Background: an optimization exercise with open tools, aiming at small area and a short achievable clock period. Do not read the settings as production practice. RTL that was checked went through simulation tests only; none was proved equivalent to the original. Only the layout flow was run in runs 2 and 4; the RTL was not checked for function there. No activity file was given, so power comes from the tool's default toggle rates.

==> flow/design.v <==
package lhc_pkg;
  localparam int unsigned LIMIT_REGS = 7;
  localparam int unsigned CFG_IDX_W  = 3;
  localparam int unsigned CFG_DATA_W = 16;
  localparam int unsigned DUR_W      = 16;
  localparam int unsigned CNT_W      = 20;
  localparam int unsigned IDX_W      = 4;
  localparam logic [LIMIT_REGS*DUR_W-1:0] LIMIT_RESET = {
    16'd50000, 16'd20000, 16'd10000, 16'd5000,
    16'd2500, 16'd1000, 16'd500
  };
  localparam int unsigned IN_BEAT_W  = 3 + DUR_W;
  localparam int unsigned OUT_BEAT_W = IDX_W + CNT_W + 1;
  localparam int unsigned NUM_RESULTS = 14;
  localparam logic [2:0] CMD_RECORD   = 3'd0;
  localparam logic [2:0] CMD_TIMEOUT  = 3'd1;
  localparam logic [2:0] CMD_USER     = 3'd2;
  localparam logic [2:0] CMD_OVERFLOW = 3'd3;
  localparam logic [2:0] CMD_SNAPSHOT = 3'd4;
endpackage
module lhc_ctrl (
  input  logic       clk_i,
  input  logic       rst_ni,
  input  logic       in_valid_i,
  input  logic [2:0] command_i,
  output logic       in_stall_o,
  output logic       accept_o,
  input  logic       out_stall_i,
  output logic       out_valid_o,
  output logic       load_o,
  output logic [lhc_pkg::IDX_W-1:0] load_idx_o,
  output logic [lhc_pkg::IDX_W-1:0] out_idx_o,
  output logic       out_last_o
);
  localparam logic [lhc_pkg::IDX_W-1:0] LAST_IDX = lhc_pkg::IDX_W'(lhc_pkg::NUM_RESULTS - 1);
  logic dump_q, out_valid_q, last_q;
  logic [lhc_pkg::IDX_W-1:0] idx_q, oidx_q;
  logic snap, load, is_last;
  assign in_stall_o = dump_q;
  assign accept_o   = in_valid_i & ~dump_q;
  assign snap       = accept_o & (command_i == lhc_pkg::CMD_SNAPSHOT);
  assign load       = dump_q & (~out_valid_q | ~out_stall_i);
  assign is_last    = (idx_q == LAST_IDX);
  always_ff @(posedge clk_i or negedge rst_ni) begin
    if (!rst_ni) begin
      dump_q      <= 1'b0;
      out_valid_q <= 1'b0;
      idx_q       <= '0;
    end else begin
      dump_q      <= snap | (dump_q & ~(load & is_last));
      out_valid_q <= load | (out_valid_q & out_stall_i);
      if (load) idx_q <= is_last ? '0 : idx_q + 1'b1;
    end
  end
  always_ff @(posedge clk_i or negedge rst_ni) begin
    if (!rst_ni) begin
      oidx_q <= '0;
      last_q <= 1'b0;
    end else if (load) begin
      oidx_q <= idx_q;
      last_q <= is_last;
    end
  end
  assign load_o      = load;
  assign load_idx_o  = idx_q;
  assign out_valid_o = out_valid_q;
  assign out_idx_o   = oidx_q;
  assign out_last_o  = last_q;
endmodule
module lhc_dp (
  input  logic                  clk_i,
  input  logic                  rst_ni,
  input  logic                  cfg_we_i,
  input  logic [lhc_pkg::CFG_IDX_W-1:0]  cfg_index_i,
  input  logic [lhc_pkg::CFG_DATA_W-1:0] cfg_wdata_i,
  input  logic                  accept_i,
  input  logic [2:0]            command_i,
  input  logic [lhc_pkg::DUR_W-1:0] duration_i,
  input  logic                  load_i,
  input  logic [lhc_pkg::IDX_W-1:0] load_idx_i,
  output logic [lhc_pkg::CNT_W-1:0] out_value_o
);
  localparam int unsigned DUR_W = lhc_pkg::DUR_W;
  localparam int unsigned CNT_W = lhc_pkg::CNT_W;
  localparam int unsigned NLIM  = lhc_pkg::LIMIT_REGS;
  localparam int unsigned TLO_W = CNT_W / 2;
  localparam int unsigned SEG_W = 7;
  localparam int unsigned NSLOW = 11;
  function automatic logic [CNT_W-1:0] cnt_inc(input logic [CNT_W-1:0] q, input logic en);
    logic [CNT_W-1:0] ones;
    ones[0] = 1'b1;
    for (int i = 1; i < CNT_W; i++) ones[i] = ones[i-1] & q[i-1];
    cnt_inc = q ^ ({CNT_W{en}} & ones);
  endfunction
  function automatic logic [SEG_W:0] seg_inc(input logic [SEG_W-1:0] q, input logic cin, input int w);
    logic t;
    seg_inc = '0;
    t = cin;
    for (int i = 0; i < SEG_W; i++) begin
      if (i < w) begin
        seg_inc[i] = q[i] ^ t;
        t = t & q[i];
      end
    end
    seg_inc[SEG_W] = t;
  endfunction
  logic             rec_a, tmo_a, usr_a, ovf_a, cwe_a;
  logic [DUR_W-1:0] dur_a, cdat_a;
  logic [2:0]       cidx_a;
  always_ff @(posedge clk_i or negedge rst_ni) begin
    if (!rst_ni) begin
      rec_a <= 1'b0;
      tmo_a <= 1'b0;
      usr_a <= 1'b0;
      ovf_a <= 1'b0;
      cwe_a <= 1'b0;
    end else begin
      rec_a <= accept_i & (command_i == lhc_pkg::CMD_RECORD);
      tmo_a <= accept_i & (command_i == lhc_pkg::CMD_TIMEOUT);
      usr_a <= accept_i & (command_i == lhc_pkg::CMD_USER);
      ovf_a <= accept_i & (command_i == lhc_pkg::CMD_OVERFLOW);
      cwe_a <= cfg_we_i & (cfg_index_i != 3'd7);
    end
  end
  always_ff @(posedge clk_i) begin
    dur_a  <= duration_i;
    cidx_a <= cfg_index_i;
    cdat_a <= cfg_wdata_i;
  end
  logic [DUR_W-1:0] limit_q [NLIM];
  always_ff @(posedge clk_i or negedge rst_ni) begin
    if (!rst_ni) begin
      for (int i = 0; i < NLIM; i++) begin
        limit_q[i] <= lhc_pkg::LIMIT_RESET[i*DUR_W +: DUR_W];
      end
    end else if (cwe_a) begin
      limit_q[cidx_a] <= cdat_a;
    end
  end
  logic [7:0] hit, hit_b;
  always_comb begin
    logic none;
    none = rec_a;
    for (int i = 0; i < NLIM; i++) begin
      hit[i] = none & (dur_a <= limit_q[i]);
      none   = none & ~(dur_a <= limit_q[i]);
    end
    hit[7] = none;
  end
  always_ff @(posedge clk_i or negedge rst_ni) begin
    if (!rst_ni) hit_b <= '0;
    else         hit_b <= hit;
  end
  logic [CNT_W-1:0] sample_q, timeout_q, user_q, ovfc_q;
  logic [NSLOW-1:0] slow_en;
  logic [CNT_W-1:0] slow_q [NSLOW];
  logic [1:0]       slow_cy_q [NSLOW];
  logic [TLO_W-1:0] tot_lo_q;
  logic [CNT_W-TLO_W-1:0] tot_hi_q;
  logic             tot_cy_q;
  logic [TLO_W:0]   tot_lo_sum;
  logic [DUR_W-1:0] peak_q;
  logic [CNT_W-1:0] bin_q [8];
  assign tot_lo_sum = {1'b0, tot_lo_q} + (rec_a ? (TLO_W+1)'(dur_a[TLO_W-1:0]) : '0);
  always_ff @(posedge clk_i or negedge rst_ni) begin
    if (!rst_ni) begin
      sample_q  <= '0;
      tot_lo_q  <= '0;
      tot_hi_q  <= '0;
      tot_cy_q  <= 1'b0;
      peak_q    <= '0;
      for (int k = 0; k < NSLOW; k++) begin
        slow_q[k]    <= '0;
        slow_cy_q[k] <= '0;
      end
    end else begin
      sample_q  <= cnt_inc(sample_q, rec_a);
      for (int k = 0; k < NSLOW; k++) begin
        logic [SEG_W:0] s0, s1, s2;
        s0 = seg_inc(slow_q[k][6:0], slow_en[k], 7);
        s1 = seg_inc(slow_q[k][13:7], slow_cy_q[k][0], 7);
        s2 = seg_inc({1'b0, slow_q[k][19:14]}, slow_cy_q[k][1], 6);
        slow_q[k]    <= {s2[5:0], s1[6:0], s0[6:0]};
        slow_cy_q[k] <= {s1[SEG_W], s0[SEG_W]};
      end
      {tot_cy_q, tot_lo_q} <= tot_lo_sum;
      tot_hi_q <= tot_hi_q + (rec_a ? (CNT_W-TLO_W)'(dur_a[DUR_W-1:TLO_W]) : '0)
                           + (CNT_W-TLO_W)'(tot_cy_q);
      if (rec_a && (dur_a > peak_q)) peak_q <= dur_a;
    end
  end
  assign slow_en = {ovf_a, usr_a, tmo_a, hit_b};
  always_comb begin
    for (int i = 0; i < 8; i++) bin_q[i] = slow_q[i];
    timeout_q = slow_q[8];
    user_q    = slow_q[9];
    ovfc_q    = slow_q[10];
  end
  logic [CNT_W-1:0] snap_val;
  always_comb begin
    case (load_idx_i)
      4'd0:    snap_val = sample_q;
      4'd1:    snap_val = {tot_hi_q, tot_lo_q};
      4'd2:    snap_val = CNT_W'(peak_q);
      4'd3:    snap_val = bin_q[0];
      4'd4:    snap_val = bin_q[1];
      4'd5:    snap_val = bin_q[2];
      4'd6:    snap_val = bin_q[3];
      4'd7:    snap_val = bin_q[4];
      4'd8:    snap_val = bin_q[5];
      4'd9:    snap_val = bin_q[6];
      4'd10:   snap_val = bin_q[7];
      4'd11:   snap_val = timeout_q;
      4'd12:   snap_val = user_q;
      default: snap_val = ovfc_q;
    endcase
  end
  always_ff @(posedge clk_i or negedge rst_ni) begin
    if (!rst_ni)     out_value_o <= '0;
    else if (load_i) out_value_o <= snap_val;
  end
endmodule
module latency_histogram_counters_top (
  input  logic                  clk_i,
  input  logic                  rst_ni,
  input  logic                  cfg_we_i,
  input  logic [lhc_pkg::CFG_IDX_W-1:0]  cfg_index_i,
  input  logic [lhc_pkg::CFG_DATA_W-1:0] cfg_wdata_i,
  input  logic                  in_valid_i,
  output logic                  in_stall_o,
  input  logic [lhc_pkg::IN_BEAT_W-1:0]  in_beat_i,
  output logic                  out_valid_o,
  input  logic                  out_stall_i,
  output logic [lhc_pkg::OUT_BEAT_W-1:0] out_beat_o
);
  logic accept, load, last;
  logic [lhc_pkg::IDX_W-1:0] load_idx, out_idx;
  logic [lhc_pkg::CNT_W-1:0] out_value;
  lhc_ctrl u_ctrl (
    .clk_i       (clk_i),
    .rst_ni      (rst_ni),
    .in_valid_i  (in_valid_i),
    .command_i   (in_beat_i[18:16]),
    .in_stall_o  (in_stall_o),
    .accept_o    (accept),
    .out_stall_i (out_stall_i),
    .out_valid_o (out_valid_o),
    .load_o      (load),
    .load_idx_o  (load_idx),
    .out_idx_o   (out_idx),
    .out_last_o  (last)
  );
  lhc_dp u_dp (
    .clk_i       (clk_i),
    .rst_ni      (rst_ni),
    .cfg_we_i    (cfg_we_i),
    .cfg_index_i (cfg_index_i),
    .cfg_wdata_i (cfg_wdata_i),
    .accept_i    (accept),
    .command_i   (in_beat_i[18:16]),
    .duration_i  (in_beat_i[15:0]),
    .load_i      (load),
    .load_idx_i  (load_idx),
    .out_value_o (out_value)
  );
  assign out_beat_o = {out_idx, out_value, last};
endmodule
==> flow/flow/run.sh <==
#!/bin/bash
# Own flow: the standard layout with two changes.
#  1. Synthesis is the standard synthesis script (synth_recipe_mix.tcl is
#     synth_recipe.tcl plus a wrapper around ORFS's final abc call): the logic
#     cone that feeds the snapshot output value register is mapped with an
#     area-recovering ABC script (abc_area_nf.script), the rest with ORFS's
#     standard ABC script. Flip-flops are mapped before that call, so the
#     registers, their names and cell types are the standard synthesis's.
#  2. Ports are buffered with buf_2 cells instead of the delay buffers that
#     port buffering otherwise picks.
# Each step's full output goes to a log file of its own in this folder.
set -euo pipefail
W=$PWD
bash standard.sh "SYNTH_SCRIPT=$W/flow/synth_recipe_mix.tcl" \
  "MIX_AREA_SCRIPT=$W/flow/abc_area_nf.script" synth > "$W/synth.log" 2>&1
bash standard.sh "BUFFER_PORTS_ARGS=-buffer_cell sky130_fd_sc_hd__buf_2" finish > "$W/layout.log" 2>&1
==> flow/flow/abc_area_nf.script <==
&get -n
&st
&dch
&nf -R 1000
&put
==> flow/flow/synth_recipe_mix.tcl <==
proc synth {args} { yosys synth -nofsm -noshare {*}$args }
# The final technology mapping (ORFS's synth.tcl calls abc once, after the
# flip-flops are mapped): the cone feeding the snapshot output value register
# is mapped first with an area-recovering ABC script, the rest as standard.
proc abc {args} {
  set i [lsearch -exact $args -script]
  set area_args [lreplace $args [expr {$i + 1}] [expr {$i + 1}] $::env(MIX_AREA_SCRIPT)]
  set stop {}
  foreach t {dfrtp_1 dfrtp_2 dfrtp_4 dfstp_1 dfstp_2 dfstp_4 dfxtp_1 dfxtp_2 dfxtp_4 edfxtp_1} {
    lappend stop "sky130_fd_sc_hd__$t"
  }
  yosys select -set rdd c:*out_value_o* %ci1:+[join $stop ,]\[D\] c:*out_value_o* %d
  yosys select -set rdcone @rdd %ci*:-[join $stop ,]
  yosys select -set rdgates @rdcone t:\$_* %i
  yosys tee -o $::env(REPORTS_DIR)/mix_cone.txt select -count @rdgates
  yosys abc {*}$area_args @rdgates
  yosys abc {*}$args
}
source $::env(SCRIPTS_DIR)/synth.tcl
# left out here: clear keep_hierarchy, flatten, clean up, hide names made inside functions, write 1_2_yosys.v
==> flow/standard.sh <==
#!/bin/bash
# synth_recipe.tcl (not shown) runs the flow's synth.tcl, then flattens the netlist and writes it again
# the make line also repeats each setting of config.mk as NAME=value (left out here)
make -C /OpenROAD-flow-scripts/flow DESIGN_CONFIG=/design/flow/config.mk WORK_HOME=/design/flow/orfs CLKGATE_MAP_FILE= SYNTH_SCRIPT=/design/flow/synth_recipe.tcl "${@:-finish}"
==> flow/config.mk <==
export PLATFORM = sky130hd
export DESIGN_NAME = latency_histogram_counters_top
export DESIGN_NICKNAME = latency_histogram_counters_top
export VERILOG_FILES = /design/flow/design.v
export SDC_FILE = /design/flow/constraint.sdc
export NUM_CORES = 4
export LEC_CHECK = 0
export CAP_MARGIN = 20
export CORE_MARGIN = 2
export CORE_UTILIZATION = 40
export CTS_BUF_LIST = sky130_fd_sc_hd__clkbuf_16
export CTS_CLUSTER_DIAMETER = 80
export CTS_CLUSTER_SIZE = 30
export PLACE_DENSITY = 0.7
export SETUP_SLACK_MARGIN = 3.6
export SLEW_MARGIN = 20
==> flow/constraint.sdc <==
create_clock -name core_clock -period 6.0 [get_ports {clk_i}]
set_input_delay 1.2000 -clock core_clock [delete_from_list [all_inputs] [get_ports {clk_i}]]
set_output_delay 1.2000 -clock core_clock [all_outputs]
set_load 0.01 [all_outputs]
==> results of run 1 <==
-- logic make-up (layout without fill, tap and decap cells) --
family	count (synthesis)	count (layout)	synth area share (%)
DFF	490	490	53.6
AOI/OAI and AO/OA	357	357	10.8
adders and majority gates	356	356	19.8
and+or+nand+nor	342	343	7.32
buffers and inverters	171	299	2.92
muxes	73	73	3.79
xor gates and xnor gates	45	45	1.74
-- per-stage QoR --
| stage | instances | utilization, % | area (µm²) | power [mW] |
|---|---|---|---|---|
| finish | 2719 | 45.2 | 25400 | 8.07 |
| global route | 2719 | 45.2 | 25400 | 8.54 |
| CTS | 2708 | 44.7 | 25100 | 8.04 |
| detailed placement | 2657 | 42.9 | 24100 | 6.00 |
| global placement | 2657 | 42.9 | 24100 | 5.90 |
| floorplan | 1834 | - | 22700 | 5.27 |
-- synth_stat cells (4+ instances only) --
library cell	n
ha_1	353
nor3b_1	5
mux2_2	62
nand4_1	33
xor2_1	22
nand2_1	148
nor3_1	16
nor2_1	36
and2_1	16
clkinv_1	4
a222oi_1	20
clkbuf_1	17
dfstp_2	38
a211oi_1	16
a22oi_1	44
nor4_1	4
nand2b_1	8
a21boi_0	4
o21a_1	5
o21ai_0	102
nor2b_1	13
a21o_1	15
nand3_1	39
dfrtp_1	417
o211ai_1	4
dfxtp_1	35
a22o_1	19
a31oi_1	7
mux2_4	10
inv_1	145
a221oi_1	34
xnor2_1	23
a21oi_1	54
a211o_1	5
-- state kept, by name, indices dropped and copies added (netlist names), 3 cells and up --
register          flops
u_ctrl.idx_q          4
u_dp.peak_q          16
u_dp.slow_q         220
u_dp.cdat_a          16
u_dp.dur_a           16
u_dp.out_value_o     20
u_dp.tot_hi_q        10
u_dp.limit_q        112
u_dp.cidx_a           3
u_dp.hit_b            8
u_dp.tot_lo_q        10
u_dp.slow_cy_q       22
u_ctrl.oidx_q         4
u_dp.sample_q        20
-- cell type report --
class	instances	area [µm²]	area share, %
Clock inverter	13	184	0.724
Clock buffer	24	601	2.36
Tap cell	756	946	3.72
Inverter	149	567	2.23
Multi-Input combinational cell	1174	10100	39.9
Timing Repair Buffer	113	793	3.12
Sequential cell	490	12200	47.9
-- power breakdown --
| group | switching [mW] | total [mW] | internal (mW) | leakage, nW |
|---|---|---|---|---|
| sequential | 0.369 | 4.13 | 3.76 | 6.29 |
| clock | 1.10 | 1.96 | 0.856 | 0.384 |
| combinational | 1.16 | 1.98 | 0.822 | 6.57 |
| total | 2.63 | 8.07 | 5.44 | 13.2 |
-- per-layer routing --
metal / vias up / share of wire (%) / routed length (µm) / global-route usage, %
met3: 102 / 3.7 / 1930 / 2.15
met1: 7426 / 43 / 22200 / 22.8
met4: 2 / 3.6 / 1840 / 5.32
met2: 310 / 50 / 25600 / 31.0
met5: - / 0.019 / 10 / 0
li1: 6865 / - / - / -
-- worst max-delay path by stage --
| stage | startpoint | end | slack (ns) |
|---|---|---|---|
| after detailed placement | out_stall_i | u_ctrl.last_q | 3.14 |
| final | u_dp.out_value_o[10] | out_beat_o[11] | 3.65 |
| after CTS | u_dp.limit_q[1][6] | u_dp.hit_b[6] | 3.61 |
| after floorplan | u_dp.rec_a | u_dp.tot_hi_q[8] | 3.60 |
| after global routing | u_dp.limit_q[1][6] | u_dp.hit_b[6] | 3.53 |
| after global placement | out_stall_i | u_ctrl.last_q | 3.18 |
-- what timing repair did --
action | CTS | global route
hold endpoints to repair | 0 | 0
gates resized for setup | 39 | 42
pin swaps | 5 | 6
buffers inserted | 12 | 10
cloned | 2 | 0
setup endpoints to repair | 52 | 53
==> out/qor.yml, run 1 <==
ys_seq_area_share_pct: 53.6
ys.flop_type: "dfrtp_1"
crit_arrival_ns: 1.15
grt_pass1_wl_um: 83100
p_per_area_mw_per_mm2: 318
hold_slack_ns: 0.469
outcome: "finished clean"
vdd_drop_max_mv: 0.269
drc: 0
crit_type: "reg -> out"
numCtsBuffers: 23
cp_max_fo: 2
finalClockSkew_ns: 0.0227
area_growth_pct: 12.3
cp-start-kind: "register"
cp_slowest_stage_delay_ns: 0.42
cp_num_buf_inv: 1
via_per_inst: 5.41
setup_tns_ns: 0
finalCriticalPeriod_ns: 2.35
synth_top_cells_by_area: "dfrtp_1 46%, ha_1 20%, dfstp_2 4.4%, dfxtp_1 3.1%, mux2_2 3.1%"
dieArea_mm2: 0.0585
end_kind: "output pin"
cp_top_family: "flip-flops"
clockBufferDepth: 3
num_antenna_cells: 0
crit_slowest_cell: "dfrtp_1"
die_h_um: 242
maxSlewViolCount: 0
hold_viol_final: 0
clock_sinks: 490
ff2ff_setup_slack_ns: 3.67
final_common_cell: "dfrtp_1"
min_to: "u_dp.slow_q[1][7]"
holdPathStages: 1
first_global_vias: 15300
rr_startpoint: "u_dp.limit_q[1][9]"
initial_core_util_pct: 40.3
holdBufCountCts: 0
max-cap-violations: 0
cp.required_ns: 4.80
ff2ff_path_depth: 7
cts_root_buffer: "clkbuf_16"
min_from: "u_dp.slow_cy_q[1][0]"
synth-edff-count: 0
hpwl_um: 37800
antenna_found_initial: 5
finalWeightedCongestion: 0.836
clock.fmax_mhz: 426
clk-insertion-delay-late_ns: 0.58
preCtsSetupSlack_ns: 3.14
ios: 70
clk_transition_reported_paths_ns: 0.11
relSlewSlack_pct: 29.1
grt_setup_unrepaired: "true"
portBuffers: 69
fin_nets: 2350
syn_inst: 1834
cts_tree: "yes"
drt_iter0_markers: 983
drt-total-wl_um: 51600
hold_class: "reg -> reg"
fin_crit_sh_pct: 39.1
ys_types: 69
drive_gt1_share_pct: 17.9
post_drt_wl_per_cell_um: 19.0
grt_usage_pct: 17.7
overflow: 0
postSynthAreaPerCell_um2: 12.3
yosys_warnings: 6
r2r-end: "u_dp.hit_b[1]"
synth_top_area_share_pct: 46.1
crit_chain: "buf_2"
vias: 14700
synth_area_mm2: 0.0226
async_flop_share_pct: 92.9
drt_pass1_iterations: 6
syn-num-nets: 2233
fin_ws_ns: 3.65
p_leak_nw: 13.2
worst_pin_slew_ns: 1.06
setup_violations: 0
ys_ff_latch: 490
rows: 87
cts_max_level: 1
detail-route-antenna-nets: 0
fillers: 5139
die_w_um: 242
path_depth: 1
synth.largest_area_cell: "dfrtp_1"
grt_max_degree: 135
layout_common_cells: "410 x dfrtp_1, 353 x ha_1, 145 x inv_1"
core_area_mm2: 0.0562
==> inputs of run 2 (changes only) <==
--- a/flow/design.v
+++ b/flow/design.v
@@ -83,7 +83,7 @@
   localparam int unsigned DUR_W = lhc_pkg::DUR_W;
   localparam int unsigned CNT_W = lhc_pkg::CNT_W;
   localparam int unsigned NLIM  = lhc_pkg::LIMIT_REGS;
-  localparam int unsigned TLO_W = CNT_W / 2;
+  localparam int unsigned TLO_W = 8;
   localparam int unsigned SEG_W = 7;
   localparam int unsigned NSLOW = 11;
   function automatic logic [CNT_W-1:0] cnt_inc(input logic [CNT_W-1:0] q, input logic en);
--- a/flow/config.mk
+++ b/flow/config.mk
@@ -9,8 +9,7 @@
 export CORE_MARGIN = 2
 export CORE_UTILIZATION = 40
 export CTS_BUF_LIST = sky130_fd_sc_hd__clkbuf_16
-export CTS_CLUSTER_DIAMETER = 80
+export CTS_CLUSTER_DIAMETER = 100
 export CTS_CLUSTER_SIZE = 30
-export PLACE_DENSITY = 0.7
 export SETUP_SLACK_MARGIN = 3.6
 export SLEW_MARGIN = 20
==> run 2 against run 1 <==
- still clean
- total power fell by 0.24%
- final cell count is 0.37% lower
- non-clock buffer count grew 18
- clock power shrank 2%
- clock-buffer cell count decreased by 1
- critical path depth increased by 6
- critical endpoint is now u_dp.hit_b[5]
- largest cell class unchanged
==> out/qor.yml, run 2 <==
clk-insertion-delay-late_ns: 0.59  # about the same
layout_common_cells: "411 x dfrtp_1, 350 x ha_1, 137 x inv_1"
largest_register_ffs: 220  # unchanged
async_flop_share_pct: 92.9  # unchanged
setup_tns_ns: 0  # unchanged
rows: 86  # -1.1%
clock_sinks: 490  # unchanged
drt_iter0_markers: 942  # -4.2%
max-cap-violations: 0  # unchanged
grt_max_degree: 127  # -5.9%
p_leak_nw: 13.3  # +0.12%
final_core_utilization_pct: 45.9  # +0.63 points
drt_pass1_iterations: 8  # +2
cp.required_ns: 6.50  # +1.70 ns
synth.largest_area_cell: "dfrtp_1"
vdd_drop_max_mv: 0.261  # -3.1%
detail-route-antenna-nets: 0  # unchanged
worst_pin_slew_ns: 0.815  # -0.242 ns
clockBufferDepth: 3  # unchanged
placed_cell_area_mm2: 0.0239  # -0.62%
cp_top_family: "simple AND/OR/NAND/NOR gates"
overflow: 0  # unchanged
core_area_mm2: 0.0553  # -1.5%
yosys_warnings: 6  # unchanged
synth-edff-count: 0  # unchanged
ys.flop_type: "dfrtp_1"
grt_pass1_wl_um: 82900  # -0.17%
synth_top_cells_by_area: "dfrtp_1 46%, ha_1 20%, dfstp_2 4.4%, mux2_2 3.2%, dfxtp_1 3.1%"
final_common_cell: "dfrtp_1"
finalClockSkew_ns: 0.0202  # -0.00249 ns
synth_top_area_share_pct: 46.5  # +0.37 points
hold_class: "reg -> reg"
holdPathStages: 1  # unchanged
cts_root_buffer: "clkbuf_16"
syn-num-nets: 2217  # -0.72%
crit_arrival_ns: 2.94  # +1.79 ns
path_common_cell: "nand4_1"
area_growth_pct: 13.0
antenna_found_initial: 0  # -5
yosys-top-cells-count: "417 x dfrtp_1, 353 x ha_1, 142 x nand2_1"
crit_type: "reg -> reg"
hold_viol_final: 0  # unchanged
grt_usage_pct: 18.4  # +0.70 points
hold_slack_ns: 0.472  # +0.00296 ns
cts_max_level: 1  # unchanged
p_per_area_mw_per_mm2: 317  # about the same
reg_top3: "u_dp.slow_q x220, u_dp.limit_q x112, u_dp.slow_cy_q x22"
num_antenna_cells: 0  # unchanged
crit_slowest_cell: "o311ai_1"
dieArea_mm2: 0.0580  # -0.77%
cp_num_buf_inv: 1  # unchanged
cp_max_fo: 9  # +7
vias: 14200  # -3.3%
syn_inst: 1818  # -0.87%
portBuffers: 69  # unchanged
finalCriticalPeriod_ns: 2.45  # +0.0993 ns
ios: 70  # unchanged
end_kind: "register"
drt-total-wl_um: 51700  # +0.27%
preCtsSetupSlack_ns: 3.09  # -0.0496 ns
outcome: "finished clean"
initial_core_util_pct: 40.6  # +0.31 points
fin_ws_ns: 3.55  # -0.0993 ns
synth.most_common_cell: "dfrtp_1"
cp_slowest_stage_delay_ns: 0.68  # +0.26 ns
clk_transition_reported_paths_ns: 0.11  # about the same
fin_crit_sh_pct: 40.8  # +1.7 points
drc: 0  # unchanged
die_h_um: 241  # -0.39%
crit_chain: "buf_4 -> ha_1 -> nand4_1 -> nor2_2 -> nand4_1 -> o311ai_1 -> nor3b_2"
postSynthAreaPerCell_um2: 12.3  # about the same
setup_violations: 0  # unchanged
maxSlewViolCount: 0  # unchanged
drive_gt1_share_pct: 18.9  # +1.0 points
hpwl_um: 37700  # -0.25%
die_w_um: 241  # -0.39%
finalWeightedCongestion: 0.849  # +1.5%
regMostFlops: "u_dp.slow_q"
fin_nets: 2351  # +0.043%
ys_types: 59  # -14%
cts_tree: "yes"
clock.fmax_mhz: 409  # -4.1%
ff2ff_path_depth: 7  # unchanged
path_depth: 7  # +6
post_drt_wl_per_cell_um: 19.1  # +0.64%
ff2ff_setup_slack_ns: 3.55  # -0.12 ns
grt_setup_unrepaired: "true"
relSlewSlack_pct: 45.7  # +17 points
ys_ff_latch: 490  # unchanged
ys_seq_area_share_pct: 54.1  # +0.42 points
first_global_vias: 14900  # -2.6%
synth_area_mm2: 0.0224  # -0.79%
cp-start-kind: "register"
numCtsBuffers: 23  # unchanged
via_per_inst: 5.25  # -2.9%
final_area_mm2: 0.0254  # -0.16%
## run 2: layout make-up
cell class	instances	area (µm²)
timing repair buffer	131	876
inverter	143	544
multi-input combinational	1163	10100
fill	5084	29900
clock buffer	23	576
sequential	490	12200
clock inverter	11	161
tap	748	936
## run 2: timing repair
item / 4_1_cts / 5_1_grt
endpoints found under the setup margin: 56 / 49
pin swaps: 3 / 14
hold endpoints to repair: 0 / 0
resized for setup: 48 / 55
setup buffers: 10 / 27
hold buffers: 0 / 0
gates cloned: 0 / 1
## run 2: worst paths after layout
path | start | to
min | u_dp.slow_cy_q[0][1] | u_dp.slow_q[0][14]
max reg2reg | u_dp.dur_a[9] | u_dp.hit_b[5]
max | u_dp.dur_a[9] | u_dp.hit_b[5]
min in group asynchronous | rst_ni | u_dp.slow_q[8][19]
min reg2reg | u_dp.slow_cy_q[0][1] | u_dp.slow_q[0][14]
max in group asynchronous | rst_ni | u_dp.limit_q[4][11]
## run 2: kinds of logic after synthesis
family	synth area share [%]
buffers and inverters	2.81
and+or+nand+nor	7.27
DFF	54.1
xor gates and xnor gates	1.76
adders and majority gates	19.9
muxes	3.74
AOI/OAI and AO/OA	10.4
## run 2: per-layer routing
layer  share of wire (%)  wire, µm  global-route usage, %  up-vias
met5                   0         0                      0        -
met4                 2.9      1510                   5.29        0
met3                 3.1      1600                   2.29       78
met2                  50     25600                   31.7      206
met1                  44     23000                   24.3     7124
li1                    -         -                      -     6814
## run 2: worst register-to-register path: cells and delay by family, from the launching register on
kind,cells,cell delay [ns]
flops,1,0.42
simple gates,4,0.81
buf+inv,1,0.16
compound gates,1,0.68
fa+ha+maj,1,0.29
## run 2: stage by stage
stage	power (mW)	cells
floorplan	5.24	1818
global placement	5.90	2635
detailed placement	5.97	2636
CTS	7.98	2680
global route	8.57	2709
finish	8.05	2709
## run 2: power by group
part	internal, mW	switching [mW]	leakage, nW
clock	0.789	1.13	0.361
sequential	3.76	0.339	6.29
combinational	0.855	1.17	6.60
==> inputs of run 3 (changes only) <==
--- a/flow/design.v
+++ b/flow/design.v
@@ -83,7 +83,7 @@
   localparam int unsigned DUR_W = lhc_pkg::DUR_W;
   localparam int unsigned CNT_W = lhc_pkg::CNT_W;
   localparam int unsigned NLIM  = lhc_pkg::LIMIT_REGS;
-  localparam int unsigned TLO_W = 8;
+  localparam int unsigned TLO_W = CNT_W / 2;
   localparam int unsigned SEG_W = 7;
   localparam int unsigned NSLOW = 11;
   function automatic logic [CNT_W-1:0] cnt_inc(input logic [CNT_W-1:0] q, input logic en);
--- a/flow/flow/run.sh
+++ b/flow/flow/run.sh
@@ -6,11 +6,11 @@
 #     area-recovering ABC script (abc_area_nf.script), the rest with ORFS's
 #     standard ABC script. Flip-flops are mapped before that call, so the
 #     registers, their names and cell types are the standard synthesis's.
-#  2. Ports are buffered with buf_2 cells instead of the delay buffers that
+#  2. Ports are buffered with buf_4 cells instead of the delay buffers that
 #     port buffering otherwise picks.
 # Each step's full output goes to a log file of its own in this folder.
 set -euo pipefail
 W=$PWD
 bash standard.sh "SYNTH_SCRIPT=$W/flow/synth_recipe_mix.tcl" \
   "MIX_AREA_SCRIPT=$W/flow/abc_area_nf.script" synth > "$W/synth.log" 2>&1
-bash standard.sh "BUFFER_PORTS_ARGS=-buffer_cell sky130_fd_sc_hd__buf_2" finish > "$W/layout.log" 2>&1
+bash standard.sh "BUFFER_PORTS_ARGS=-buffer_cell sky130_fd_sc_hd__buf_4" finish > "$W/layout.log" 2>&1
==> run 3 against run 2 <==
- sequential power about the same
- die area up 0.78%
- flip-flop and latch count unchanged
- combinational power up 2%
- register-to-register slack better by 0.14 ns
- hold slack better by 0.0037 ns
- critical path depth down 6
- critical endpoint is now out_beat_o[17]
==> out/qor.yml, run 3 <==
outcome: "finished clean"
max-cap-violations: 0  # unchanged
postSynthAreaPerCell_um2: 12.3  # about the same
dieArea_mm2: 0.0585  # +0.78%
crit_type: "reg -> out"
cp_num_buf_inv: 1  # unchanged
final_cells: 2728  # +0.70%
crit_slowest_cell: "dfrtp_1"
cts_max_level: 1  # unchanged
fin_nets: 2355  # +0.17%
synth-edff-count: 0  # unchanged
cp_max_fo: 2  # -7
drt_iter0_markers: 934  # -0.85%
holdBufCountCts: 0  # unchanged
use_met2_pct: 31.7  # +0.049 points
finalClockSkew_ns: 0.0483  # +0.0281 ns
die_w_um: 242  # +0.39%
synth_area_mm2: 0.0226  # +0.79%
yosys_warnings: 6  # unchanged
ys_seq_area_share_pct: 53.6  # -0.42 points
setup_tns_ns: 0  # unchanged
portBuffers: 69  # unchanged
via_per_inst: 5.35  # +1.9%
met3_usage_pct: 2.18  # -0.11 points
first_global_vias: 15200  # +1.8%
p_leak_nw: 13.3  # +0.27%
post_drt_wl_per_cell_um: 19.2  # +0.55%
syn_inst: 1834  # +0.88%
ys.flop_type: "dfrtp_1"
ys_ff_latch: 490  # unchanged
finalWeightedCongestion: 0.843  # -0.71%
grt_setup_unrepaired: "true"
overflow: 0  # unchanged
dp_cells: 2656  # +0.76%
synth.most_common_cell: "dfrtp_1"
cp_slowest_stage_delay_ns: 0.44  # -0.24 ns
fin_crit_sh_pct: 39.5  # -1.3 points
ys_types: 69  # +17%
clockBufferDepth: 3  # unchanged
antenna_found_initial: 0  # unchanged
worst_pin_slew_ns: 1.07  # +0.251 ns
multi_input_area_mm2: 0.0102  # +0.95%
drt-total-wl_um: 52400  # +1.3%
hpwl_um: 38100  # +0.91%
crit_arrival_ns: 1.17  # -1.77 ns
num_antenna_cells: 0  # unchanged
clock.fmax_mhz: 422  # +3.3%
syn-num-nets: 2233  # +0.72%
synth_top_cells_by_area: "dfrtp_1 46%, ha_1 20%, dfstp_2 4.4%, dfxtp_1 3.1%, mux2_2 3.1%"
async_flop_share_pct: 92.9  # unchanged
synth.largest_area_cell: "dfrtp_1"
crit_chain: "buf_6"
cts_root_buffer: "clkbuf_16"
drc: 0  # unchanged
cp_top_family: "flip-flops"
numCtsBuffers: 22  # -4.3%
drive_gt1_share_pct: 18.2  # -0.71 points
placed_cell_area_mm2: 0.0243  # +1.3%
hold_viol_final: 0  # unchanged
p_per_area_mw_per_mm2: 314  # -1.0%
maxSlewViolCount: 0  # unchanged
area_growth_pct: 13.2
clk_transition_reported_paths_ns: 0.11  # about the same
initial_core_util_pct: 40.3  # -0.31 points
die_h_um: 242  # +0.39%
layout_common_cells: "410 x dfrtp_1, 352 x ha_1, 152 x inv_1"
relSlewSlack_pct: 28.6  # -17 points
regMostFlops: "u_dp.slow_q"
grt_max_degree: 158  # +24%
grt_usage_pct: 17.9  # -0.46 points
core_area_mm2: 0.0562  # +1.6%
synth_top_area_share_pct: 46.1  # -0.37 points
ios: 70  # unchanged
end_kind: "output pin"
clk-insertion-delay-late_ns: 0.59  # about the same
rows: 87  # +1.2%
cp-start-kind: "register"
fillers: 5123  # +0.77%
setup_violations: 0  # unchanged
final_common_cell: "dfrtp_1"
detail-route-antenna-nets: 0  # unchanged
vias: 14600  # +2.6%
drt_pass1_iterations: 8  # unchanged
reg_top3: "u_dp.slow_q x220, u_dp.limit_q x112, u_dp.slow_cy_q x22"
clock_sinks: 490  # unchanged
cts_tree: "yes"
yosys-top-cells-count: "417 x dfrtp_1, 353 x ha_1, 148 x nand2_1"
hold_class: "reg -> reg"
largest_register_ffs: 220  # unchanged
grt_pass1_wl_um: 83400  # +0.52%
cp.required_ns: 4.80  # -1.70 ns
final_area_mm2: 0.0256  # +0.97%
met1_usage_pct: 23.4  # -0.85 points
finalCriticalPeriod_ns: 2.37  # -0.0771 ns
vdd_drop_max_mv: 0.194  # -26%
ff_latch_area_mm2: 0.0122  # -0.10%
globalRoute.busiestLayer: "met2"
[run 3: per-layer routing]
| metal | wire length, µm | part of all wire [%] |
|---|---|---|
| met1 | 23000 | 44 |
| met5 | 0 | 0 |
| met4 | 1230 | 2.4 |
| met3 | 1730 | 3.3 |
| met2 | 26400 | 50 |
[run 3: where the power goes]
group | leakage, nW | switching (mW) | internal (mW)
logic | 6.63 | 1.18 | 0.904
clock network | 0.370 | 1.10 | 0.737
registers | 6.29 | 0.359 | 3.76
[run 3: layout make-up]
| class | count | share of cell area (%) |
|---|---|---|
| multi-input combinational | 1174 | 39.8 |
| clock buffer | 23 | 2.25 |
| sequential | 490 | 47.5 |
| timing repair buffer | 119 | 4.01 |
| clock inverter | 17 | 0.557 |
| inverter | 149 | 2.20 |
| tap | 756 | 3.69 |
[run 3: kinds of logic (layout without fill, tap and decap cells)]
kind of cell | after synthesis | in the layout | synth area share (%)
DFF | 490 | 490 | 53.6
AOI/OAI and AO/OA | 357 | 357 | 10.8
adders and majority gates | 356 | 356 | 19.8
and+or+nand+nor | 342 | 343 | 7.32
buffers and inverters | 171 | 308 | 2.92
muxes | 73 | 73 | 3.79
xor gates and xnor gates | 45 | 45 | 1.74
[run 3: what timing repair did]
action / CTS / global route
setup endpoints to repair: 58 / 60
cloned: 1 / 1
endpoints found under the hold margin: 0 / 0
setup buffers: 12 / 17
pin swaps: 2 / 11
gates resized for setup: 48 / 47
[run 3: per-stage QoR]
stage / setup slack [ns] / hold WS [ns] / util, % / total power, mW
4_1_cts: 3.55 / 0.481 / 45.0 / 8.02
2_1_floorplan: 3.60 / 0.437 / - / 5.27
5_1_grt: 3.58 / 0.485 / 45.6 / 8.53
3_5_place_dp: 3.10 / 0.454 / 43.2 / 6.05
3_3_place_gp: 3.16 / 0.449 / 43.2 / 5.98
6_report: 3.63 / 0.475 / 45.6 / 8.04
[run 3: worst paths after layout]
kind	slack [ns]	start	to	cells past startpoint
max reg2reg	3.69	u_dp.limit_q[1][9]	u_dp.hit_b[5]	8
min in group asynchronous	0.55	rst_ni	u_dp.slow_q[5][19]	1
min reg2reg	0.48	u_dp.slow_cy_q[5][0]	u_dp.slow_q[5][7]	1
min	0.48	u_dp.slow_cy_q[5][0]	u_dp.slow_q[5][7]	1
max	3.63	u_dp.out_value_o[16]	out_beat_o[17]	1
max in group asynchronous	4.15	rst_ni	u_dp.limit_q[3][4]	2
==> inputs of run 4 (changes only) <==
--- a/flow/design.v
+++ b/flow/design.v
@@ -104,46 +104,43 @@
     end
     seg_inc[SEG_W] = t;
   endfunction
-  logic             rec_a, tmo_a, usr_a, ovf_a, cwe_a;
-  logic [DUR_W-1:0] dur_a, cdat_a;
-  logic [2:0]       cidx_a;
+  logic [DUR_W-1:0] limit_q [NLIM];
+  always_ff @(posedge clk_i or negedge rst_ni) begin
+    if (!rst_ni) begin
+      for (int i = 0; i < NLIM; i++) begin
+        limit_q[i] <= lhc_pkg::LIMIT_RESET[i*DUR_W +: DUR_W];
+      end
+    end else if (cfg_we_i && (cfg_index_i != 3'd7)) begin
+      limit_q[cfg_index_i] <= cfg_wdata_i;
+    end
+  end
+  logic             rec_a, tmo_a, usr_a, ovf_a;
+  logic [DUR_W-1:0] dur_a;
+  logic [NLIM-1:0]  le_a;
   always_ff @(posedge clk_i or negedge rst_ni) begin
     if (!rst_ni) begin
       rec_a <= 1'b0;
       tmo_a <= 1'b0;
       usr_a <= 1'b0;
       ovf_a <= 1'b0;
-      cwe_a <= 1'b0;
     end else begin
       rec_a <= accept_i & (command_i == lhc_pkg::CMD_RECORD);
       tmo_a <= accept_i & (command_i == lhc_pkg::CMD_TIMEOUT);
       usr_a <= accept_i & (command_i == lhc_pkg::CMD_USER);
       ovf_a <= accept_i & (command_i == lhc_pkg::CMD_OVERFLOW);
-      cwe_a <= cfg_we_i & (cfg_index_i != 3'd7);
     end
   end
   always_ff @(posedge clk_i) begin
-    dur_a  <= duration_i;
-    cidx_a <= cfg_index_i;
-    cdat_a <= cfg_wdata_i;
-  end
-  logic [DUR_W-1:0] limit_q [NLIM];
-  always_ff @(posedge clk_i or negedge rst_ni) begin
-    if (!rst_ni) begin
-      for (int i = 0; i < NLIM; i++) begin
-        limit_q[i] <= lhc_pkg::LIMIT_RESET[i*DUR_W +: DUR_W];
-      end
-    end else if (cwe_a) begin
-      limit_q[cidx_a] <= cdat_a;
-    end
+    dur_a <= duration_i;
+    for (int i = 0; i < NLIM; i++) le_a[i] <= (duration_i <= limit_q[i]);
   end
   logic [7:0] hit, hit_b;
   always_comb begin
     logic none;
     none = rec_a;
     for (int i = 0; i < NLIM; i++) begin
-      hit[i] = none & (dur_a <= limit_q[i]);
-      none   = none & ~(dur_a <= limit_q[i]);
+      hit[i] = none & le_a[i];
+      none   = none & ~le_a[i];
     end
     hit[7] = none;
   end
--- a/flow/flow/run.sh
+++ b/flow/flow/run.sh
@@ -6,11 +6,11 @@
 #     area-recovering ABC script (abc_area_nf.script), the rest with ORFS's
 #     standard ABC script. Flip-flops are mapped before that call, so the
 #     registers, their names and cell types are the standard synthesis's.
-#  2. Ports are buffered with buf_4 cells instead of the delay buffers that
+#  2. Ports are buffered with buf_2 cells instead of the delay buffers that
 #     port buffering otherwise picks.
 # Each step's full output goes to a log file of its own in this folder.
 set -euo pipefail
 W=$PWD
 bash standard.sh "SYNTH_SCRIPT=$W/flow/synth_recipe_mix.tcl" \
   "MIX_AREA_SCRIPT=$W/flow/abc_area_nf.script" synth > "$W/synth.log" 2>&1
-bash standard.sh "BUFFER_PORTS_ARGS=-buffer_cell sky130_fd_sc_hd__buf_4" finish > "$W/layout.log" 2>&1
+bash standard.sh "BUFFER_PORTS_ARGS=-buffer_cell sky130_fd_sc_hd__buf_2" finish > "$W/layout.log" 2>&1
--- a/flow/config.mk
+++ b/flow/config.mk
@@ -9,7 +9,7 @@
 export CORE_MARGIN = 2
 export CORE_UTILIZATION = 40
 export CTS_BUF_LIST = sky130_fd_sc_hd__clkbuf_16
-export CTS_CLUSTER_DIAMETER = 100
+export CTS_CLUSTER_DIAMETER = 80
 export CTS_CLUSTER_SIZE = 30
 export SETUP_SLACK_MARGIN = 3.6
 export SLEW_MARGIN = 20
==> run 4 against run 3 <==
- flip-flop and latch count decreased by 13
- synthesized area fell by 1.1%
- wire length down 6.2%
- clock power grew 22%
- first-iteration DRC count down 22%
- via count decreased by 2.2%
- cell area shrank 1.3%
- register-to-register slack improved by 0.02 ns
- critical endpoint is now u_dp.le_a[0]
- highest routed layer unchanged
==> out/qor.yml, run 4 <==
clock_sinks: 477  # -2.7%
max-cap-violations: 0  # unchanged
regMostFlops: "u_dp.slow_q"
rows: 86  # -1.1%
ff2ff_setup_slack_ns: 3.71  # +0.02 ns
cp_num_buf_inv: 1  # unchanged
relSlewSlack_pct: 33.6  # +5.1 points
cp-start-kind: "input port"
dieArea_mm2: 0.0579  # -1.1%
die_h_um: 241  # -0.53%
grt_setup_unrepaired: "true"
via_per_inst: 5.26  # -1.6%
drc: 0  # unchanged
setup_tns_ns: 0  # unchanged
yosys-top-cells-count: "416 x dfrtp_1, 353 x ha_1, 152 x inv_1"
min_from: "u_dp.le_a[2]"
clk-insertion-delay-late_ns: 0.61  # +0.02 ns
p_total_mw: 8.29  # +3.1%
postSynthAreaPerCell_um2: 12.3  # -0.65%
syn-num-nets: 2225  # -0.36%
fin_crit_sh_pct: 39.8  # +0.32 points
drive_gt1_share_pct: 16.7  # -1.5 points
grt_max_degree: 180  # +14%
drt-total-wl_um: 49200  # -6.2%
num_antenna_cells: 0  # unchanged
async_flop_share_pct: 95.2  # +2.3 points
multi_input_area_mm2: 0.0101  # -0.36%
initial_core_util_pct: 40.5  # +0.26 points
end_kind: "register"
clk_transition_reported_paths_ns: 0.09  # -0.02 ns
hold_class: "reg -> reg"
largest_register_ffs: 220  # unchanged
ys_ff_latch: 477  # -2.7%
ys.flop_type: "dfrtp_1"
antenna_found_initial: 0  # unchanged
layout_common_cells: "411 x dfrtp_1, 353 x ha_1, 155 x inv_1"
ys_types: 57  # -17%
synth-edff-count: 0  # unchanged
ys_seq_area_share_pct: 53.0  # -0.60 points
holdBufCountCts: 0  # unchanged
hold_viol_final: 0  # unchanged
cp_slowest_stage_delay_ns: 0.34  # -0.10 ns
crit_chain: "buf_2 -> ha_1 -> nand4_1 -> nor3_2 -> o21ai_0 -> o211ai_1 -> o22ai_1"
cts_root_buffer: "clkbuf_16"
clockBufferDepth: 3  # unchanged
vdd_drop_max_mv: 0.216  # +11%
area_growth_pct: 13.0
ios: 70  # unchanged
fin_ws_ns: 3.61  # -0.0195 ns
yosys_warnings: 6  # unchanged
rr_startpoint: "u_dp.peak_q[10]"
grt_usage_pct: 17.4  # -0.50 points
crit_type: "in -> reg"
finalWeightedCongestion: 0.869  # +3.0%
synth_area_mm2: 0.0224  # -1.1%
portBuffers: 69  # unchanged
fin_nets: 2339  # -0.68%
finalClockSkew_ns: 0.0318  # -0.0165 ns
synth.most_common_cell: "dfrtp_1"
crit_arrival_ns: 2.85  # +1.68 ns
startpoint: "in_beat_i[13]"
fillers: 5051  # -1.4%
synth_top_area_share_pct: 46.5  # +0.39 points
cts_tree: "yes"
cp.required_ns: 6.46  # +1.66 ns
ff_latch_area_mm2: 0.0119  # -2.4%
overflow: 0  # unchanged
reg_top3: "u_dp.slow_q x220, u_dp.limit_q x112, u_dp.slow_cy_q x22"
post_drt_wl_per_cell_um: 18.1  # -5.5%
final_cells: 2710  # -0.66%
drt_pass1_iterations: 5  # -3
outcome: "finished clean"
setup_violations: 0  # unchanged
hold_slack_ns: 0.436  # -0.0397 ns
dp_cells: 2636  # -0.75%
worst_pin_slew_ns: 0.992  # -0.0736 ns
synth.largest_area_cell: "dfrtp_1"
first_global_vias: 15000  # -0.90%
synth_top_cells_by_area: "dfrtp_1 47%, ha_1 20%, dfstp_2 4.5%, mux2_2 3.1%, inv_1 2.5%"
cts_max_level: 1  # unchanged
grt_pass1_wl_um: 80000  # -4.0%
hpwl_um: 35800  # -5.9%
die_w_um: 241  # -0.53%
cp_top_family: "compound AO/OA/AOI/OAI gates"
detail-route-antenna-nets: 0  # unchanged
cp_max_fo: 8  # +6
finalCriticalPeriod_ns: 2.39  # +0.0195 ns
crit_slowest_cell: "ha_1"
p_leak_nw: 13.3  # about the same
drt_iter0_markers: 731  # -22%
syn_inst: 1826  # -0.44%
numCtsBuffers: 28  # +27%
core_area_mm2: 0.0552  # -1.7%
maxSlewViolCount: 0  # unchanged
preCtsSetupSlack_ns: 2.83  # -0.265 ns
clock.fmax_mhz: 419  # -0.81%
final_common_cell: "dfrtp_1"
vias: 14300  # -2.2%
p_per_area_mw_per_mm2: 328  # +4.4%
## run 4: cells by family after synthesis
logic type	synth area share (%)
flip-flops	53.0
adder cells (fa/ha/maj)	20.0
AO/OA/AOI/OAI	10.7
AND/OR/NAND/NOR	7.54
buffers and inverters	3.12
multiplexers	3.84
XOR/XNOR	1.72
## run 4: worst register-to-register path: cells and delay by family (launching register included)
family          cells  cell delay (ns)
buf+inv             2             0.25
simple gates        1             0.19
compound gates      3             0.66
fa+ha+maj           1             0.31
flops               1             0.41
mux                 1             0.35
## run 4: power breakdown
part	internal, mW	switching, mW	leakage (nW)
combinational	0.857	1.20	6.65
clock	1.01	1.24	0.506
sequential	3.68	0.305	6.15
## run 4: timing repair
item | in CTS | in global routing
resized for setup | 29 | 21
cloned | 1 | 0
setup buffers | 4 | 15
endpoints found under the setup margin | 41 | 30
pin swaps | 3 | 2
## run 4: final cells by class
cell class	count	share of cell area [%]
Sequential cell	477	47.0
Clock inverter	23	1.14
Multi-Input combinational cell	1170	40.1
Timing Repair Buffer	107	2.87
Inverter	156	2.32
Clock buffer	29	2.87
Tap cell	748	3.70
## run 4: metal layers
metal	wire length, µm	vias to the layer above	part of all wire, %	track usage (%)
li1	-	6855	-	-
met1	22900	7178	47	23.7
met2	24000	171	49	30.0
met3	1150	60	2.3	1.63
met4	1090	0	2.2	4.07
met5	0	-	0	0
## run 4: through the flow
step / util, % / area, µm²
after floorplan: - / 22400
after global placement: 43.1 / 23800
after detailed placement: 43.1 / 23800
after CTS: 45.3 / 25000
after global routing: 45.8 / 25300
final: 45.8 / 25300
## run 4: worst paths after layout
path                                        to  cells after the start
max                               u_dp.le_a[0]                      7
min                              u_dp.hit_b[3]                      1
max reg2reg                     u_dp.peak_q[3]                      8
min reg2reg                      u_dp.hit_b[3]                      1
max in group asynchronous  u_dp.limit_q[5][12]                      3
min in group asynchronous   u_dp.slow_q[6][16]                      2

[static timing again, ports no longer ideal]
Ports are ideal in the flow. The routed layouts listed here were re-timed in OpenROAD. Step 1: set_driving_cell puts a clkbuf_16 on clk_i and a buf_2 on each other input, an assumption about the parent block. Step 2 also shifts input and output timing later by t, the mid clock arrival at the registers, as if the neighbouring blocks saw the same clock. a / b / c = ideal ports / drivers / drivers and shift; a / b = the first two.
run | t, ns | slack for setup (ns) | slew at the worst register clock pin (ns) | worst slew at a driven data input, ns
run 1 | 0.625 | 3.653 / 3.596 / 3.277 | 0.12 / 0.12 | 0.10
run 2 | 0.633 | 3.554 / 3.554 / 3.250 | 0.12 / 0.12 | 0.06
run 3 | 0.619 | 3.631 / 3.574 / 3.129 | 0.12 / 0.12 | 0.08
run 4 | 0.653 | 3.611 / 3.587 / 2.995 | 0.11 / 0.11 | 0.06
After both steps setup and hold are still met in every run listed. The setup slack of run 4, which loses most, moves by -0.024 ns with the drivers and by -0.616 ns with both steps.
